From an optimization exercise on the open Yosys and OpenROAD flow, aimed at small area, a short achievable clock period and few clock cycles per item; shortcuts taken in it are not production practice. Where RTL was checked, it was by simulation tests only, not by an equivalence proof against the original. Power figures rest on the tool's default switching activity, not on a simulated workload.

## juniper
## snn_layer
module snn_layer #(
  parameter int N_NEURONS  = snn_pkg::SNN_N_NEURONS,
  parameter int N_INPUTS   = snn_pkg::SNN_N_INPUTS,
  parameter int W_WIDTH    = snn_pkg::SNN_W_WIDTH,
  parameter int POT_WIDTH  = snn_pkg::SNN_POT_WIDTH,
  parameter int LEAK_SHIFT = snn_pkg::SNN_LEAK_SHIFT
) (
  input  logic                                   clock,
  input  logic                                   reset_n,
  input  logic                                   in_valid,
  output logic                                   in_ready,
  input  logic [$clog2(N_INPUTS)-1:0]            in_addr,
  input  logic                                   wr_en,
  input  logic [$clog2(N_INPUTS*N_NEURONS)-1:0]  wr_addr,
  input  logic [W_WIDTH-1:0]                     wr_data,
  input  logic [POT_WIDTH-1:0]                   threshold,
  input  logic                                   leak_tick,
  output logic                                   out_valid,
  input  logic                                   out_ready,
  output logic [$clog2(N_NEURONS)-1:0]           out_addr,
  output logic                                   busy
);
  localparam int AW_N  = $clog2(N_NEURONS);
  localparam int AW_WR = $clog2(N_INPUTS*N_NEURONS);
  localparam int P     = POT_WIDTH;
  localparam int W     = W_WIDTH;
  localparam int S     = LEAK_SHIFT;
  localparam int QD    = 6;                   
  localparam int CW    = $clog2(QD + 4);      
  ...
Settings: LEC_CHECK=0, CAP_MARGIN=20, CORE_MARGIN=2, CORE_UTILIZATION=30, PLACE_DENSITY=0.5, SETUP_SLACK_MARGIN=5, SLEW_MARGIN=20; clock period 10.0 ns.
run.sh (not shown) runs the stock make flow with config.mk's settings and CLKGATE_MAP_FILE= SYNTH_SCRIPT=/design/flow/synth_recipe.tcl, a recipe that flattens the netlist after the stock synthesis.
The inputs of tundra differ from those of juniper as listed below.
- a deleted SETUP_SLACK_MARGIN that had been 5
==> flow/flow/run.sh (new file) <==
#!/bin/bash
set -euo pipefail
bash standard.sh SETUP_SLACK_MARGIN=6.5 finish > standard_flow.log 2>&1
==> flow/standard.sh (new file) <==
#!/bin/bash
# synth_recipe.tcl (not shown) runs the flow's synth.tcl, then flattens the netlist and writes it again
# the make line also repeats each setting of config.mk as NAME=value (left out here)
make -C /OpenROAD-flow-scripts/flow DESIGN_CONFIG=/design/flow/config.mk WORK_HOME=/design/flow/orfs CLKGATE_MAP_FILE= SYNTH_SCRIPT=/design/flow/synth_recipe.tcl "${@:-finish}"
removed: flow/run.sh
[summary]
Against juniper as the reference, tundra delivers a higher global-route usage. Compared with juniper, tundra shows a setup slack that is 0.28 ns higher. Compared with juniper, in tundra via count of the first global-routing pass now sits higher, summed area of non-filler cells in the final layout +about 5%, signed area change from the synthesized netlist to the final layout increased by 5.4 points relative to the old numbers. Net switching power figure (higher): tundra.
No run of this note included a check of the RTL's function; only the layout flow was run.

---

## onyx
Another version of the RTL of snn_layer (not shown whole).
Size: about 8900 cells after synthesis, roughly 2700 flip-flops, ~49 I/O pins.
==> flow/design.v (excerpt) <==
module snn_layer #(
  parameter int N_NEURONS  = snn_pkg::SNN_N_NEURONS,
  parameter int N_INPUTS   = snn_pkg::SNN_N_INPUTS,
  parameter int W_WIDTH    = snn_pkg::SNN_W_WIDTH,
  parameter int POT_WIDTH  = snn_pkg::SNN_POT_WIDTH,
  parameter int LEAK_SHIFT = snn_pkg::SNN_LEAK_SHIFT
) (
  input  logic                                   clock,
  input  logic                                   reset_n,
  input  logic                                   in_valid,
  output logic                                   in_ready,
  input  logic [$clog2(N_INPUTS)-1:0]            in_addr,
  input  logic                                   wr_en,
  input  logic [$clog2(N_INPUTS*N_NEURONS)-1:0]  wr_addr,
  input  logic [W_WIDTH-1:0]                     wr_data,
  input  logic [POT_WIDTH-1:0]                   threshold,
  input  logic                                   leak_tick,
  output logic                                   out_valid,
  input  logic                                   out_ready,
  output logic [$clog2(N_NEURONS)-1:0]           out_addr,
  output logic                                   busy
);
==> flow/config.mk <==
export PLATFORM = sky130hd
export DESIGN_NAME = snn_layer
export DESIGN_NICKNAME = snn_layer
export VERILOG_FILES = /design/flow/design.v
export SDC_FILE = /design/flow/constraint.sdc
export NUM_CORES = 4
export LEC_CHECK = 0
export CAP_MARGIN = 20
export CORE_MARGIN = 2
export CORE_UTILIZATION = 50
export CTS_BUF_LIST = sky130_fd_sc_hd__clkbuf_4
export PLACE_DENSITY = 0.65
export SLEW_MARGIN = 20
==> flow/constraint.sdc <==
create_clock -name core_clock -period 10.0 [get_ports {clock}]
set_input_delay 2.0000 -clock core_clock [delete_from_list [all_inputs] [get_ports {clock}]]
set_output_delay 2.0000 -clock core_clock [all_outputs]
set_load 0.01 [all_outputs]
standard.sh (not shown) runs the stock make flow with config.mk's settings and CLKGATE_MAP_FILE= SYNTH_SCRIPT=/design/flow/synth_recipe.tcl, a recipe that flattens the netlist after the stock synthesis.
==> flow/flow/run.sh <==
#!/bin/bash
set -euo pipefail
bash standard.sh SETUP_SLACK_MARGIN=7 TNS_END_PERCENT=0 MATCH_CELL_FOOTPRINT=0 finish > standard_flow.log 2>&1
onyx finished every stage and its layout cleared the timing, DRC and antenna checks.
Testbench counts of onyx, summed over its fixed seeds: cycles 2,116, events 1,920.
Edits applied to the flow inputs when going from onyx to quartz:
--- a/flow/config.mk
+++ b/flow/config.mk
@@ -9,5 +9,5 @@
 export CORE_MARGIN = 2
-export CORE_UTILIZATION = 50
-export CTS_BUF_LIST = sky130_fd_sc_hd__clkbuf_4
-export PLACE_DENSITY = 0.65
+export CORE_UTILIZATION = 30
+export CTS_BUF_LIST = sky130_fd_sc_hd__clkbuf_8
+export PLACE_DENSITY = 0.5
 export SLEW_MARGIN = 20
==> notes.md <==
Measured against each other, quartz and onyx differ in number of gates resized after cts, the higher figure coming from quartz.
Worst hold margin in quartz is 15 ps higher than in onyx
From onyx to quartz the numbers moved as follows: global-route track usage on met1 shows a reduction of 13 points; number of global-route vias before repair shows a reduction of 1223; switching power as a share of total power went up 0.15 points.
> inputs changed (quartz -> harbor)
--- a/flow/config.mk
+++ b/flow/config.mk
@@ -9,5 +9,5 @@
 export CORE_MARGIN = 2
-export CORE_UTILIZATION = 30
+export CORE_UTILIZATION = 50
 export CTS_BUF_LIST = sky130_fd_sc_hd__clkbuf_8
-export PLACE_DENSITY = 0.5
+export PLACE_DENSITY = 0.65
 export SLEW_MARGIN = 20
==> notes.md <==
On number of buffers inserted during clock tree synthesis, harbor and quartz are basically level.
Post-detailed-routing wire length: harbor vs quartz down 29000 um
harbor vs. quartz: global-route usage has increased, post-route cell area decreased by 3700 um2 relative to the old numbers, layout multi-input combinational cell count about even, core region area went down about 40%, number of resized instances in the post-cts repair step lower.
Number of antenna violations at the first check in global routing (harbor / quartz): 0.79
Compared to quartz, harbor has growth of design area from synthesis to finish 3.4 points lower.
In the metrics for harbor and quartz, the one carrying the lower clock power share is harbor.

afterwards: timing with drivers on the ports:
In the flow no input, the clock included, has a driving cell. The finished layouts below were timed again as built, in two steps.
Step 1, drivers: a clkbuf_16 drives clock and a buf_2 each remaining input, both assumed.
Step 2, shift: input delay + t, output delay - t, t = (earliest + latest rising clock arrival at the registers) / 2. This alone moves slack from input paths to output paths.
a / b / c = no drivers / after step 1 / after step 2; a / b = the first two.
run | shift t [ns] | slack for setup (ns) | hold WS [ns]
juniper | 0.997 | 5.259 / 5.259 / 4.633 | 0.348 / 0.348 / 0.348
tundra | 1.004 | 5.536 / 5.536 / 5.048 | 0.373 / 0.373 / 0.373
onyx | 1.477 | 6.000 / 5.920 / 5.444 | 0.278 / 0.278 / 0.278
quartz | 1.071 | 6.305 / 6.287 / 5.414 | 0.293 / 0.293 / 0.293
harbor | 1.148 | 6.284 / 6.241 / 5.425 | 0.309 / 0.309 / 0.309
After both steps every run listed still meets setup and hold. For quartz, which loses most, drivers alone change the setup slack by -0.018 ns; drivers and shift together by -0.891 ns.
